From an optimization exercise on the open Yosys and OpenROAD flow, aimed at small area, a short achievable clock period and few clock cycles per item; shortcuts taken in it are not production practice. The RTL was checked by simulation tests, not by an equivalence proof against the original design.

## pressure_rolling_average
module pressure_rolling_average (
    input  logic         clk,
    input  logic         rst_n,
    input  logic         s_tvalid,
    output logic         s_tready,
    input  logic [15:0]  s_tdata,    
    output logic         m_tvalid,
    input  logic         m_tready,
    output logic [39:0]  m_tdata,    
    output logic         m_tuser,    
    input  logic         cfg_valid,
    output logic         cfg_ready,
    input  logic [1:0]   cfg_index,
    input  logic [12:0]  cfg_data
);
Size: ~5200 cells after synthesis, about 80 I/O pins.
Settings: LEC_CHECK=0, CAP_MARGIN=20, CORE_MARGIN=2, CORE_UTILIZATION=40, SLEW_MARGIN=20; clock period 8.5 ns.
run.sh (not shown) runs the stock make flow with config.mk's settings and CLKGATE_MAP_FILE= SYNTH_SCRIPT=/design/flow/synth_recipe.tcl, a recipe that flattens the netlist after the stock synthesis.
The starting point finished clean.
Testbench counts at the start, summed over its fixed seeds: cycles 5,923, items 4,835.
Then changed:
--- a/flow/config.mk
+++ b/flow/config.mk
@@ -9,3 +9,4 @@
 export CORE_MARGIN = 2
 export CORE_UTILIZATION = 40
+export SETUP_SLACK_MARGIN = 2.0
 export SLEW_MARGIN = 20
After rerunning:
- core utilization went up by 0.20 points
- design area rose by 0.46%
- synthesized area is unchanged
- wire length falls by 1.5%
- worst setup slack improved by 860 ps
- die area stays the same
- flip-flop and latch count stays the same
- global-route usage came out lower by 0.39 points
- count of clock-buffer cells in the layout decreases by 15
Then changed:
--- a/flow/config.mk
+++ b/flow/config.mk
@@ -8,5 +8,5 @@
 export CAP_MARGIN = 20
 export CORE_MARGIN = 2
-export CORE_UTILIZATION = 40
-export SETUP_SLACK_MARGIN = 2.0
+export CORE_UTILIZATION = 55
+export SETUP_SLACK_MARGIN = 3.0
 export SLEW_MARGIN = 20
Outcome: The changed run finished clean. Clock skew decreases by 6.0 ps. Final cell count decreases by a few percent. Via count increases by a few percent. First-iteration DRC count increases by a quarter to a third.
Then changed:
--- a/flow/config.mk
+++ b/flow/config.mk
@@ -8,5 +8,5 @@
 export CAP_MARGIN = 20
 export CORE_MARGIN = 2
-export CORE_UTILIZATION = 55
-export SETUP_SLACK_MARGIN = 3.0
+export CORE_UTILIZATION = 40
+export SETUP_SLACK_MARGIN = 4.0
 export SLEW_MARGIN = 20
Result: The changed run passed the timing, DRC and antenna checks; worst setup slack gets worse by 14 ps; area after synthesis stays the same; wire length is higher by 5.8%; maximum frequency is about the same; flip-flop and latch count is unchanged; final cell count came out higher by 14%; via count climbs by 5.9%; clock-buffer cell count is higher by 2; synthesized cell count is unchanged.

---

pressure_rolling_average again, from the RTL that the note above started with.
==> flow/design.v (excerpt) <==
module pressure_rolling_average (
    input  logic         clk,
    input  logic         rst_n,
    input  logic         s_tvalid,
    output logic         s_tready,
    input  logic [15:0]  s_tdata,    
    output logic         m_tvalid,
    input  logic         m_tready,
    output logic [39:0]  m_tdata,    
    output logic         m_tuser,    
    input  logic         cfg_valid,
    output logic         cfg_ready,
    input  logic [1:0]   cfg_index,
    input  logic [12:0]  cfg_data
);
    localparam int KA1 = 3;
    localparam int KA2 = 3;
    localparam int NE  = 6;
    function automatic int qsteps(input int j);
        qsteps = 3;
    endfunction
    function automatic int asteps(input int j);
        case (j)
            0:       asteps = 3;
            1:       asteps = 3;
            2:       asteps = 2;
            default: asteps = 0;
        endcase
    endfunction
    logic [5:0]  win_reg;
    logic [1:0]  model_reg;
    logic [12:0] ref_reg;
    logic [9:0]  off_reg;
    logic        win_wr, off_wr, g_wr;
    logic [1:0]  gmodel;
    assign cfg_ready = 1'b1;
  ...
Settings: LEC_CHECK=0, CAP_MARGIN=20, CORE_MARGIN=2, CORE_UTILIZATION=40, SETUP_SLACK_MARGIN=3.3, SLEW_MARGIN=20; clock period 8.5 ns.
The first run produced a clean layout.
Testbench counts at the start, summed over its fixed seeds: cycles 5,923, items 4,835.
Change:
Settings changed: SETUP_SLACK_MARGIN 3.3 to 3.0.
After rerunning:
- setup slack is worse by 0.14 ns
- maximum frequency came out lower by about 2.6%
- die area stays the same
- cell count is lower by 1.6%

==> port drivers added, routing unchanged <==
Ports are ideal in the flow. The routed layouts listed here were re-timed in OpenROAD. Step 1, drivers: a clkbuf_16 drives clk and a buf_2 each remaining input, both assumed. Step 2, shift: input delay + t, output delay - t, t = (earliest + latest rising clock arrival at the registers) / 2. This alone moves slack from input paths to output paths. a / b / c = ideal ports / drivers / drivers and shift; a / b = the first two.
run	t, ns	setup slack, ns	worst setup path at the end	worst slew at a driven data input, ns
the first run of note 1	0.786	1.530 / 1.530 / 1.530	register to register	0.13
the second run of note 1	0.783	2.390 / 2.390 / 2.390	register to register	0.14
the third run of note 1	0.761	2.982 / 2.982 / 2.982	register to register	0.15
the fourth run of note 1	0.808	2.968 / 2.968 / 2.968	register to register	0.17
the first run of note 2	0.780	3.107 / 3.107 / 3.107	register to register	0.14
the second run of note 2	0.789	2.963 / 2.963 / 2.963	register to register	0.14
After both steps every run listed still meets setup and hold.
